This design comes from an exercise in tuning for small area, a short achievable clock period and few clock cycles on the open sky130 flow, not from production work.
In this exercise RTL edits were held to simulation tests only and were not proved equivalent to the original.
Power figures rest on the tool's default switching activity, not on a simulated workload.

`flow/config.mk`:
```
export PLATFORM = sky130hd
export DESIGN_NAME = dither_spi_top
export DESIGN_NICKNAME = dither_spi_top
export VERILOG_FILES = /design/flow/design.v
export SDC_FILE = /design/flow/constraint.sdc
export NUM_CORES = 4
export LEC_CHECK = 0
export CAP_MARGIN = 20
export CORE_MARGIN = 2
export CORE_UTILIZATION = 40
export SLEW_MARGIN = 20
export SYNTH_MEMORY_MAX_BITS = 4096
```
`flow/constraint.sdc`:
```
create_clock -name core_clock -period 10.0 [get_ports {SPI_CLK}]
set_input_delay 2.0000 -clock core_clock [delete_from_list [all_inputs] [get_ports {SPI_CLK}]]
set_output_delay 2.0000 -clock core_clock [all_outputs]
set_load 0.01 [all_outputs]
```
`flow/design.v`:
```
`timescale 1ns/1ps
`default_nettype none
module dsp_seg #(
    parameter int L = 1,
    parameter int W = 1
) (
    input  logic         clk,
    input  logic         en,
    input  logic         sel,
    input  logic [W-1:0] din,
    output logic [W-1:0] dout
);
    logic [W-1:0] st [L];
    always_ff @(posedge clk) begin
        if (en) begin
            st[0] <= din;
            for (int k = 1; k < L; k++) st[k] <= st[k-1];
        end
    end
    assign dout = sel ? st[L-1] : din;
endmodule
module dither_spi_top (
    input  logic SPI_CLK,
    input  logic rst,
    input  logic SPI_CS,
    input  logic SPI_MOSI,
    output logic SPI_MISO,
    output logic frame_ready
);
    localparam logic [1:0] ST_W = 2'd0, ST_H = 2'd1, ST_PIX = 2'd2, ST_OUT = 2'd3;
    logic       cs_q, mosi_q;
    logic [1:0] stg;
    logic [2:0] bc;           
    logic [6:0] sr;           
    logic [3:0] wm1, hm1;     
    logic [8:0] npix;         
    logic [3:0] col, row;
    logic       p1, p2, lastp, rs, adv_q, fr, mo;
    logic [7:0] pre;          
    logic [7:0] e;            
    logic       nq;           
    logic [6:0] t1;           
    logic [3:0] t2;           
    logic [7:0] s0;           
    logic       bit_take, byte_done, is_last, last_pix;
    logic [7:0] byte_in, v, e_n;
    assign bit_take  = !cs_q && (stg != ST_OUT);
    assign byte_done = bit_take && (bc == 3'd7);
    assign byte_in   = {sr, mosi_q};
    assign is_last   = (col == wm1) && (row == hm1);
    always_ff @(posedge SPI_CLK) begin
        cs_q   <= SPI_CS;
        mosi_q <= SPI_MOSI;
        if (bit_take) sr <= byte_in[6:0];
    end
    always_ff @(posedge SPI_CLK or posedge rst) begin
        if (rst) begin
            stg   <= ST_W;
            bc    <= '0;
            p1    <= 1'b0;
            p2    <= 1'b0;
            lastp <= 1'b0;
            rs    <= 1'b0;
            adv_q <= 1'b0;
            fr    <= 1'b0;
        end else begin
            if (fr ? !SPI_CS : bit_take) bc <= bc + 3'd1;
            p1    <= (stg == ST_PIX) && byte_done;
            p2    <= p1;
            if (p1) lastp <= is_last;
            rs    <= p1 && is_last;
            adv_q <= fr && !SPI_CS && (bc == 3'd7);
            if (rs) fr <= 1'b1;
            else if (fr && !SPI_CS && (bc == 3'd7) && is_last) fr <= 1'b0;
            case (stg)
                ST_W:   if (byte_done) stg <= ST_H;
                ST_H:   if (byte_done) stg <= ST_PIX;
                ST_PIX: if (byte_done && is_last) stg <= ST_OUT;
                default: if (adv_q && !fr) stg <= ST_W;
            endcase
        end
    end
    always_ff @(posedge SPI_CLK) begin
        case (stg)
            ST_W: begin
                npix <= '0;
                if (byte_done) wm1 <= byte_in[3:0] - 4'd1;
            end
            ST_H: begin
                if (bit_take) npix <= {npix[7:0], 1'b0} + {5'd0, mosi_q ? wm1 : 4'd0} + {8'd0, mosi_q};
                if (byte_done) hm1 <= byte_in[3:0] - 4'd1;
            end
            default: ;
        endcase
        if (stg == ST_W || stg == ST_H || rs) begin
            col <= '0;
            row <= '0;
        end else if (p1 || adv_q) begin
            if (col == wm1) begin
                col <= '0;
                row <= row + 4'd1;
            end else begin
                col <= col + 4'd1;
            end
        end
    end
    assign v   = byte_in + pre;
    assign e_n = v + {7'd0, v[7]};
    logic       last_row, first_col, last_col;
    assign last_row  = (row == hm1);
    assign first_col = (col == 4'd0);
    assign last_col  = (col == wm1);
    logic [10:0] e7, e5, e3;
    assign e7 = {e, 2'b00} + {1'b0, e, 1'b0} + {3'b000, e};
    assign e5 = {e, 2'b00} + {3'b000, e};
    assign e3 = {2'b00, e, 1'b0} + {3'b000, e};
    logic [6:0] ca;    
    logic [5:0] cb;    
    logic [6:0] cd;    
    logic [3:0] cf;    
    assign ca = e7[10:4];
    assign cb = last_row || first_col ? 6'd0 : e3[9:4];
    assign cd = last_row ? 7'd0 : e5[10:4];
    assign cf = last_row || last_col ? 4'd0 : e[7:4];
    logic [7:0] dl_out, lb;
    logic       w1;
    logic [3:0] m, r;
    assign w1 = (wm1 == 4'd0);
    assign m  = wm1 - 4'd1;
    assign r  = (m >= 4'd7) ? m - 4'd7 : m;
    always_ff @(posedge SPI_CLK) begin
        if (stg == ST_W || stg == ST_H) begin
            pre <= '0;
            t2  <= '0;
        end else begin
            if (byte_done) begin
                e  <= e_n;
                nq <= v[7];
            end
            if (p1) begin
                t1 <= {3'd0, t2} + cd;
                t2 <= cf;
                s0 <= {1'b0, t1} + {2'b0, cb};
            end
            if (p2) begin
                pre <= (first_col ? 8'd0 : {1'b0, ca}) + (row == 4'd0 ? 8'd0 : lb);
            end
        end
    end
    logic [7:0] d1, d2, d4;
    dsp_seg #(.L(1), .W(8)) u_l1 (.clk(SPI_CLK), .en(p1), .sel(r[0]),        .din(s0), .dout(d1));
    dsp_seg #(.L(2), .W(8)) u_l2 (.clk(SPI_CLK), .en(p1), .sel(r[1]),        .din(d1), .dout(d2));
    dsp_seg #(.L(4), .W(8)) u_l4 (.clk(SPI_CLK), .en(p1), .sel(r[2]),        .din(d2), .dout(d4));
    dsp_seg #(.L(7), .W(8)) u_l7 (.clk(SPI_CLK), .en(p1), .sel(m >= 4'd7),   .din(d4), .dout(dl_out));
    assign lb = w1 ? {1'b0, t1} : dl_out;
    logic       ch_en;
    logic [8:0] cs;
    logic [7:0] ssel;
    assign ch_en = p1 || rs || adv_q;
    assign ssel  = npix[7:0] | {8{npix[8]}};
    dsp_seg #(.L(128), .W(1)) u_r128 (.clk(SPI_CLK), .en(ch_en), .sel(ssel[7]), .din(nq),    .dout(cs[0]));
    dsp_seg #(.L(64),  .W(1)) u_r64  (.clk(SPI_CLK), .en(ch_en), .sel(ssel[6]), .din(cs[0]), .dout(cs[1]));
    dsp_seg #(.L(32),  .W(1)) u_r32  (.clk(SPI_CLK), .en(ch_en), .sel(ssel[5]), .din(cs[1]), .dout(cs[2]));
    dsp_seg #(.L(16),  .W(1)) u_r16  (.clk(SPI_CLK), .en(ch_en), .sel(ssel[4]), .din(cs[2]), .dout(cs[3]));
    dsp_seg #(.L(8),   .W(1)) u_r8   (.clk(SPI_CLK), .en(ch_en), .sel(ssel[3]), .din(cs[3]), .dout(cs[4]));
    dsp_seg #(.L(4),   .W(1)) u_r4   (.clk(SPI_CLK), .en(ch_en), .sel(ssel[2]), .din(cs[4]), .dout(cs[5]));
    dsp_seg #(.L(2),   .W(1)) u_r2   (.clk(SPI_CLK), .en(ch_en), .sel(ssel[1]), .din(cs[5]), .dout(cs[6]));
    dsp_seg #(.L(1),   .W(1)) u_r1   (.clk(SPI_CLK), .en(ch_en), .sel(ssel[0]), .din(cs[6]), .dout(cs[7]));
    dsp_seg #(.L(1),   .W(1)) u_rx   (.clk(SPI_CLK), .en(ch_en), .sel(npix[8]), .din(cs[7]), .dout(cs[8]));
    always_ff @(posedge SPI_CLK) begin
        if (rs || (fr && !SPI_CS && (bc == 3'd7))) mo <= cs[8];
    end
    assign SPI_MISO    = mo;
    assign frame_ready = fr;
endmodule
`default_nettype wire
```
`flow/run.sh`:
```
#!/bin/bash
# synth_recipe.tcl (not shown) runs the flow's synth.tcl, then flattens the netlist and writes it again
# the make line also repeats each setting of config.mk as NAME=value (left out here)
make -C /OpenROAD-flow-scripts/flow DESIGN_CONFIG=/design/flow/config.mk WORK_HOME=/design/flow/orfs CLKGATE_MAP_FILE= SYNTH_SCRIPT=/design/flow/synth_recipe.tcl finish
```
==> results.sh, run 1 <==
export IMPL_status="complete, no violations"
export IMPL_first_global_vias=8048
export IMPL_cp_max_fo=25
export IMPL_r2r_slack_ps=4490
export IMPL_synth_enable_flop_cells=417
export IMPL_mostFrequentLayoutCells="edfxtp_1 (417), nor2_1 (66), ha_1 (62)"
export IMPL_drc_errors=0
export IMPL_cts_tree="yes"
export IMPL_netlist_instances=1046
export IMPL_drtIter0Drc=716
export IMPL_min_path_cells=0
export IMPL_critPathLaunch="wm1[0]"
export IMPL_diodes=0
export IMPL_hold_viol_final=0
export IMPL_die_y_um=213
export IMPL_clockRootBuffer="clkbuf_16"
export IMPL_fillCellCount=3675
export IMPL_drv_slew=0
export IMPL_fmax_mhz=182
export IMPL_finalWirelength_um=28300
export IMPL_drt_pass1_iterations=5
export IMPL_synth_seq_cells=449
export IMPL_track_usage_pct=12.9
export IMPL_cts_clk_slew_worst_paths_ps=60
export IMPL_ant_nets=0
export IMPL_place_hpwl_um=17000
export IMPL_r2r_start="wm1[0]"
export IMPL_ys_flop_type="edfxtp_1"
export IMPL_syn_num_nets=1124
export IMPL_postLayoutCoreUtil_pct=45.9
export IMPL_synthArstFlopShare_pct=2.23
export IMPL_vias_per_cell=4.87
export IMPL_grt_ovfl_total=0
export IMPL_path_class="reg2reg"
export IMPL_cts_setup_buffers=0
export IMPL_fin_nets=1158
export IMPL_cts_sinks=449
export IMPL_worstHoldStart="u_r128.st[16]"
export IMPL_hold_path_class="reg2reg"
export IMPL_dp_cells=1616
export IMPL_worstSkewPairLatency_ps=580
export IMPL_core_sq_mm=0.0431
export IMPL_rr_worst_depth=16
export IMPL_wl_per_cell_um=16.6
export IMPL_slew_limit_headroom_pct=24.3
export IMPL_holdPathEnd="u_r128.st[17]"
export IMPL_cp_end_kind="flip-flop"
export IMPL_yosysWarnings=25
export IMPL_cts_hold_buf=0
export IMPL_p_leak_nw=6.80
export IMPL_h_tree_depth=2
export IMPL_power_density_mw_per_mm2=226
export IMPL_area_growth_syn_to_layout_pct=13.2
export IMPL_tns_ps=0
export IMPL_cts_resized=0
export IMPL_rows=76
export IMPL_start_util_pct=40.6
export IMPL_numCtsBuffers=47
export IMPL_ir_drop_v=0.000133
export IMPL_antenna_found_initial=0
export IMPL_finalCritPeriodShare_pct=55.1
export IMPL_worst_endpoint_arrival_ps=6000
export IMPL_ys_seq_area_share_pct=75.5
export IMPL_syn_area_sq_mm=0.0175
export IMPL_clock_skew_ps=19.2
export IMPL_grt_pass1_wl_um=45000
export IMPL_rsz0062_at_grt="no"
export IMPL_crit_path_start_kind="flip-flop"
export IMPL_num_io_pins=6
export IMPL_drive_gt1_share_pct=10.8
export IMPL_place_congestion=0.830
export IMPL_vias=8287
export IMPL_final_common_cell="edfxtp_1"
export IMPL_period_minus_slack_ps=5510
export IMPL_finalPower_w=0.00447
export IMPL_grt_max_degree=207
export IMPL_instances_no_fill=1701
export IMPL_die_area_sq_mm=0.0454
export IMPL_syn_area_per_cell_sq_um=16.7
export IMPL_die_x_um=213
export IMPL_port_buffers=5
export IMPL_clk_path_buf_depth=3
export IMPL_tightest_slew_ps=1140
export IMPL_maxCapViolCount=0
export IMPL_finalSetupViolCount=0
export IMPL_synth_cell_types=65
export IMPL_crit_required_ps=10500
export IMPL_reg2reg_to="pre[7]"
## metal layers
| metal | GRT usage [%] | wire [um] | share of wire [%] | vias up |
|---|---|---|---|---|
| met4 | 4.61 | 590 | 2.1 | 0 |
| met2 | 18.7 | 12300 | 44 | 123 |
| met1 | 19.2 | 14200 | 50 | 4116 |
| met5 | 0 | 0 | 0 | - |
| met3 | 2.60 | 1120 | 4.0 | 47 |
| li1 | - | - | - | 4001 |
## flip-flops by register name, summed over array words and instances (netlist names), 2 cells and up
register	cells
row	4
sr	7
pre	8
u_l4.st	32
stg	2
u_r4.st	4
u_r32.st	32
u_r16.st	16
e	8
u_r64.st	64
wm1	4
s0	8
t1	7
npix	9
u_l7.st	56
u_r2.st	2
u_r8.st	8
col	4
hm1	4
bc	3
u_r128.st	128
t2	4
u_l1.st	8
u_l2.st	16
## power by group
part           total (W)  internal (W)  switching (W)
Combinational   0.000440      0.000170       0.000270
Clock            0.00176       0.00105       0.000714
Sequential       0.00226       0.00219      0.0000778
Total            0.00447       0.00340        0.00106
## cell families after synthesis
group / synth area share, %
xor gates and xnor gates: 3.25
DFF: 75.5
muxes: 2.25
AOI/OAI and AO/OA: 5.74
adders and majority gates: 5.81
buffers and inverters: 1.47
and+or+nand+nor: 5.93
## cells in the mapped netlist, drive strengths merged, types with 7 or more instances
cell | instances | area [sq um]
nand3 | 26 | 130
ha | 62 | 776
a221o | 7 | 70.1
nand2 | 52 | 198
mux2 | 19 | 214
a21oi | 45 | 233
dfxtp | 22 | 440
fa | 12 | 240
and2 | 16 | 101
o32a | 7 | 70.1
nor2b | 12 | 75.1
a31o | 9 | 78.8
mux2i | 18 | 180
nor2 | 67 | 254
o21bai | 9 | 67.6
xor2 | 18 | 158
dfrtp | 10 | 250
inv | 41 | 154
buf | 12 | 66.3
clkbuf | 10 | 37.5
o21ai | 22 | 110
xnor2 | 46 | 410
edfxtp | 417 | 12500
a21o | 12 | 90.1
## worst max path at each step
stage                      end  slack, ps  depth (start not counted)
floorplan           u_r1.st[0]        900                          2
global placement        pre[7]       4760                         16
detailed placement      pre[7]       4600                         16
CTS                     pre[7]       4580                         16
global route            pre[7]       4100                         16
finish                  pre[7]       4490                         16
## cell type report
class | instances | area, sq um | area share (%)
Timing Repair Buffer | 7 | 77.6 | 0.392
Clock inverter | 29 | 342 | 1.73
Multi-Input combinational cell | 534 | 4030 | 20.4
Tap cell | 585 | 732 | 3.70
Inverter | 41 | 154 | 0.778
Clock buffer | 56 | 1240 | 6.27
Sequential cell | 449 | 13200 | 66.8
## worst max-delay path, cell delays in order (launching register included)
cell,delay (ps)
edfxtp_1,910
inv_1,310
ha_1,410
o21bai_1,190
o21ai_0,200
a21oi_1,110
a21oi_2,680
nor3_1,290
a221o_1,410
ha_1,280
a21o_1,180
a21oi_1,220
o21bai_1,110
a2111oi_0,480
o311ai_0,230
a311o_1,330
o211ai_2,70
## metrics by stage
step / hold slack, ps / instance area, sq um / setup WS, ps
2_1_floorplan: 400 / 17500 / 896
3_3_place_gp: 400 / 18200 / 4760
3_5_place_dp: 405 / 18200 / 4600
4_1_cts: 410 / 19800 / 4580
5_1_grt: 412 / 19800 / 4100
6_report: 412 / 19800 / 4490
Testbench counts, summed over its fixed seeds: cycles 219,792.
==> run 2, diff against run 1 <==
--- a/flow/design.v
+++ b/flow/design.v
@@ -35,5 +35,6 @@
     logic [3:0] wm1, hm1;     
-    logic [8:0] npix;         
     logic [3:0] col, row;
-    logic       p1, p2, lastp, rs, adv_q, fr, mo;
+    logic       p1, p2, lastp, rs, rdy, adv_q, fr, mo;
+    logic       wr_pend, rd_pend, wr_now;
+    assign rs = rdy && !wr_pend;
     logic [7:0] pre;          
@@ -62,3 +63,3 @@
             lastp <= 1'b0;
-            rs    <= 1'b0;
+            rdy   <= 1'b0;
             adv_q <= 1'b0;
@@ -70,3 +71,4 @@
             if (p1) lastp <= is_last;
-            rs    <= p1 && is_last;
+            if (p1 && is_last) rdy <= 1'b1;
+            else if (rs) rdy <= 1'b0;
             adv_q <= fr && !SPI_CS && (bc == 3'd7);
@@ -84,10 +86,4 @@
         case (stg)
-            ST_W: begin
-                npix <= '0;
-                if (byte_done) wm1 <= byte_in[3:0] - 4'd1;
-            end
-            ST_H: begin
-                if (bit_take) npix <= {npix[7:0], 1'b0} + {5'd0, mosi_q ? wm1 : 4'd0} + {8'd0, mosi_q};
-                if (byte_done) hm1 <= byte_in[3:0] - 4'd1;
-            end
+            ST_W: if (byte_done) wm1 <= byte_in[3:0] - 4'd1;
+            ST_H: if (byte_done) hm1 <= byte_in[3:0] - 4'd1;
             default: ;
@@ -155,18 +151,49 @@
     assign lb = w1 ? {1'b0, t1} : dl_out;
-    logic       ch_en;
-    logic [8:0] cs;
-    logic [7:0] ssel;
-    assign ch_en = p1 || rs || adv_q;
-    assign ssel  = npix[7:0] | {8{npix[8]}};
-    dsp_seg #(.L(128), .W(1)) u_r128 (.clk(SPI_CLK), .en(ch_en), .sel(ssel[7]), .din(nq),    .dout(cs[0]));
-    dsp_seg #(.L(64),  .W(1)) u_r64  (.clk(SPI_CLK), .en(ch_en), .sel(ssel[6]), .din(cs[0]), .dout(cs[1]));
-    dsp_seg #(.L(32),  .W(1)) u_r32  (.clk(SPI_CLK), .en(ch_en), .sel(ssel[5]), .din(cs[1]), .dout(cs[2]));
-    dsp_seg #(.L(16),  .W(1)) u_r16  (.clk(SPI_CLK), .en(ch_en), .sel(ssel[4]), .din(cs[2]), .dout(cs[3]));
-    dsp_seg #(.L(8),   .W(1)) u_r8   (.clk(SPI_CLK), .en(ch_en), .sel(ssel[3]), .din(cs[3]), .dout(cs[4]));
-    dsp_seg #(.L(4),   .W(1)) u_r4   (.clk(SPI_CLK), .en(ch_en), .sel(ssel[2]), .din(cs[4]), .dout(cs[5]));
-    dsp_seg #(.L(2),   .W(1)) u_r2   (.clk(SPI_CLK), .en(ch_en), .sel(ssel[1]), .din(cs[5]), .dout(cs[6]));
-    dsp_seg #(.L(1),   .W(1)) u_r1   (.clk(SPI_CLK), .en(ch_en), .sel(ssel[0]), .din(cs[6]), .dout(cs[7]));
-    dsp_seg #(.L(1),   .W(1)) u_rx   (.clk(SPI_CLK), .en(ch_en), .sel(npix[8]), .din(cs[7]), .dout(cs[8]));
-    always_ff @(posedge SPI_CLK) begin
-        if (rs || (fr && !SPI_CS && (bc == 3'd7))) mo <= cs[8];
+    logic [255:0] ring;
+    logic [7:0]   wp, rp;        
+    logic         rd_now, nx, rbit, adv;
+    logic [1:0]   fc;
+    logic [31:0]  wsel;
+    assign wr_now = wr_pend && (wp[2:0] == 3'd0);
+    assign rd_now = fr && rd_pend && (rp[2:0] == 3'd1);
+    assign adv    = fr && !SPI_CS && (bc == 3'd7);
+    always_comb begin
+        wsel = '0;
+        wsel[wp[7:3]] = wr_now;
+    end
+    always_ff @(posedge SPI_CLK) begin
+        for (int q = 0; q < 32; q++) begin
+            ring[8*q] <= wsel[q] ? nq : ring[(8*q+255) % 256];
+            for (int k = 1; k < 8; k++) ring[8*q+k] <= ring[8*q+k-1];
+        end
+    end
+    always_comb begin
+        rbit = 1'b0;
+        for (int j = 0; j < 32; j++) if (rp[7:3] == j[4:0]) rbit = ring[8*j];
+    end
+    always_ff @(posedge SPI_CLK) begin
+        if (stg == ST_W || stg == ST_H) begin
+            wp      <= 8'd0;
+            rp      <= 8'd1;
+            wr_pend <= 1'b0;
+            rd_pend <= 1'b0;
+            fc      <= 2'd0;
+        end else begin
+            wp <= wp + (wr_now ? 8'd2 : 8'd1);
+            if (byte_done) wr_pend <= 1'b1;
+            else if (wr_now) wr_pend <= 1'b0;
+            if (p1) begin
+                if (fc == 2'd0) mo <= nq;
+                if (fc == 2'd1) nx <= nq;
+                if (fc != 2'd2) fc <= fc + 2'd1;
+            end
+            rp <= rp + (adv ? 8'd2 : 8'd1);
+            if (adv) begin
+                mo      <= rd_now ? rbit : nx;
+                rd_pend <= 1'b1;
+            end else if (rd_now) begin
+                nx      <= rbit;
+                rd_pend <= 1'b0;
+            end
+        end
     end
==> run 2 against run 1 <==
  * Critical path depth increased by 1
  * Die area decreased by 6.7%
  * Highest routed layer unchanged
  * Largest cell class unchanged
  * Clock-buffer cell count increased by 4
  * Cell count increased by 5.9%
  * Clock power decreased by 6%
  * Largest power group unchanged
==> results.sh, run 2 <==
export IMPL_status="complete, no violations"
export IMPL_yosys_area_share_simple_pct=8.21
export IMPL_place_hpwl_um=19400
export IMPL_synth_mux_area_fraction_pct=5.99
export IMPL_tns_ps=0
export IMPL_hold_viol_final=0
export IMPL_largest_register_ffs=256
export IMPL_crit_path_start_kind="flip-flop"
export IMPL_placed_cell_area_sq_mm=0.0169
export IMPL_synth_compound_area_share_pct=6.66
export IMPL_largest_register="ring"
export IMPL_grt_ovfl_total=0
export IMPL_diodes=0
export IMPL_num_io_pins=6
export IMPL_hold_path_class="reg2reg"
export IMPL_synth_enable_flop_cells=153
export IMPL_first_global_vias=8731
export IMPL_final_common_cell="dfxtp_1"
export IMPL_slew_limit_headroom_pct=36.4
export IMPL_synth_seq_cells=461
export IMPL_cp_end_kind="flip-flop"
export IMPL_largestRegisters="ring: 256 flops, u_l7.st: 56 flops, u_l4.st: 32 flops"
export IMPL_path_class="reg2reg"
export IMPL_track_usage_pct=13.9
export IMPL_synth_xor_area_share_pct=3.81
export IMPL_die_y_um=206
export IMPL_path_cells="inv_1 > ha_1 > o31ai_4 > or2_4 > nor2_8 > mux2i_1 > o221ai_2 > a31o_1 > ha_1 > fa_1 > a21o_1 > a21oi_1 > o21bai_1 > a21oi_1 > xnor2_1 > mux2i_1 > nor2_1"
export IMPL_die_x_um=206
export IMPL_yosysWarnings=9
export IMPL_worst_endpoint_arrival_ps=4780
export IMPL_worstSkewPairLatency_ps=560
export IMPL_start_util_pct=40.7
export IMPL_mostFrequentLayoutCells="dfxtp_1 (298), edfxtp_1 (153), nor2_1 (85)"
export IMPL_period_minus_slack_ps=4390
export IMPL_tightest_slew_ps=951
export IMPL_finalCritPeriodShare_pct=43.9
export IMPL_ir_drop_v=0.000156
export IMPL_drv_slew=0
export IMPL_place_congestion=0.819
export IMPL_crit_family="compound AO/OA/AOI/OAI gates"
export IMPL_maxCapViolCount=0
export IMPL_syn_area_sq_mm=0.0163
export IMPL_p_leak_nw=6.94
export IMPL_fin_nets=1327
export IMPL_grt_pass1_wl_um=46100
export IMPL_final_cell_area_sq_mm=0.0184
export IMPL_power_density_mw_per_mm2=225
export IMPL_drtIter0Drc=559
export IMPL_synth_common_cells="dfxtp_1 (298), edfxtp_1 (153), nor2_1 (85)"
export IMPL_port_buffers=5
export IMPL_grt_max_degree=71
export IMPL_cts_tree="yes"
export IMPL_vias_per_cell=4.86
export IMPL_cts_clk_slew_worst_paths_ps=60
export IMPL_finalWirelength_um=28500
export IMPL_slowest_stage="edfxtp_1"
export IMPL_synth_area_leaders="dfxtp_1 (37%), edfxtp_1 (28%), ha_1 (5.2%)"
export IMPL_clockRootBuffer="clkbuf_16"
export IMPL_synth_cell_types=72
export IMPL_die_area_sq_mm=0.0424
export IMPL_crit_required_ps=10390
export IMPL_fmax_mhz=228
export IMPL_h_tree_depth=2
export IMPL_cts_setup_buffers=0
export IMPL_clock_skew_ps=27.4
export IMPL_pre_cts_ws_ps=5590
export IMPL_core_sq_mm=0.0400
export IMPL_r2r_slack_ps=5610
export IMPL_yosys_area_top_type="dfxtp_1"
export IMPL_syn_area_per_cell_sq_um=13.4
export IMPL_finalSetupViolCount=0
export IMPL_ys_flop_type="dfxtp_1"
export IMPL_netlist_instances=1215
export IMPL_yosysMostFrequentCell="dfxtp_1"
export IMPL_drt_pass1_iterations=5
export IMPL_area_growth_syn_to_layout_pct=12.8
export IMPL_ant_nets=0
export IMPL_setup_ws_ps=5610
export IMPL_cts_hold_buf=0
export IMPL_synth_top_family_by_area="simple AND/OR/NAND/NOR gates"
export IMPL_vias=8755
export IMPL_slowest_delay_ps=830
export IMPL_drive_gt1_share_pct=10.7
export IMPL_ys_seq_area_share_pct=66.3
export IMPL_rows=73
export IMPL_cts_sinks=461
export IMPL_syn_num_nets=1300
export IMPL_synthArstFlopShare_pct=2.17
export IMPL_synth_fa_ha_area_share_pct=6.82
export IMPL_drc_errors=0
export IMPL_path_buf_inv=1
export IMPL_synth_top_area_share_pct=36.6
export IMPL_wl_per_cell_um=15.8
export IMPL_cts_resized=0
export IMPL_numCtsBuffers=44
export IMPL_rsz0062_at_grt="no"
export IMPL_clk_path_buf_depth=3
export IMPL_antenna_found_initial=0
export IMPL_cp_max_fo=18
==> run 2: power by group <==
part	switching, W	internal (W)
sequential	0.0000508	0.00202
clock	0.000692	0.000965
combinational	0.000253	0.000161
==> run 2: metrics by stage <==
stage	util (%)	hold WS [ps]	total power, W	instances
after CTS	45.9	324	0.00420	1800
final	45.9	323	0.00414	1801
after global placement	42.2	310	0.00251	1720
after detailed placement	42.2	312	0.00252	1720
after global routing	45.9	329	0.00433	1801
after floorplan	-	310	0.00241	1215
==> run 2: path summary, 6_finish.rpt <==
check                           startpoint        end  cells after the start
max in group asynchronous              rst         p1                      2
worst max register to register      wm1[0]     pre[6]                     17
worst max-delay path                wm1[0]     pre[6]                     17
worst min register to register   ring[221]  ring[222]                      0
worst min-delay path             ring[221]  ring[222]                      0
min in group asynchronous              rst      bc[2]                      2
==> run 2: kinds of logic after synthesis <==
logic type      after synthesis
xor+xnor                     70
flops                       461
buf+inv                      83
fa+ha+maj                    81
mux                          90
compound gates              150
simple gates                280
==> run 2: routing by layer <==
metal | GRT usage, % | vias up | part of all wire [%]
li1 | - | 4322 | -
met1 | 18.7 | 4224 | 48
met2 | 22.5 | 146 | 46
met3 | 2.63 | 63 | 3.8
met4 | 4.92 | 0 | 2.7
met5 | 0 | - | 0
==> run 2: cell type report <==
cell class	count	area, sq um
multi-input combinational	671	5130
sequential	461	10800
fill	3577	21600
tap	525	657
clock buffer	60	1210
clock inverter	20	259
timing repair buffer	11	103
inverter	53	199
==> run 2: worst reg2reg max path: stages, from the launching register on <==
cell and delay, ps:
edfxtp_1 830, inv_1 100, ha_1 280, o31ai_4 330
or2_4 370, nor2_8 110, mux2i_1 260, o221ai_2 150
a31o_1 250, ha_1 200, fa_1 410, a21o_1 170
a21oi_1 220, o21bai_1 90, a21oi_1 190, xnor2_1 80
mux2i_1 130, nor2_1 50
Testbench counts of run 2, summed over its fixed seeds: cycles 219,899.

-- port drivers added, routing unchanged --
How much do the figures lean on ideal ports? The routed layouts below were timed once more, with nothing changed but the port constraints. Step 1 (the two cells are an assumption about what drives the block):
set clk [get_ports {SPI_CLK}]
set_driving_cell -lib_cell sky130_fd_sc_hd__clkbuf_16 $clk
set_driving_cell -lib_cell sky130_fd_sc_hd__buf_2 [delete_from_list [all_inputs] $clk]
Step 2 moves the port delays by t, midway between the first and last clock arrival at a register: inputs arrive t later, outputs are due t later. That takes back most of the time a late clock gives input paths. Slacks: ideal / step 1 / step 2; pairs: ideal / step 1.
run	t (ns)	setup WS [ns]	worst hold slack (ns)	worst setup path after step 2	worst register clock-pin slew, ns
run 1	0.623	4.494 / 4.494 / 4.494	0.412 / 0.412 / 0.412	register to register	0.06 / 0.06
run 2	0.593	5.613 / 5.613 / 5.613	0.323 / 0.323 / 0.323	register to register	0.06 / 0.06
After both steps setup and hold are still met in every run listed.
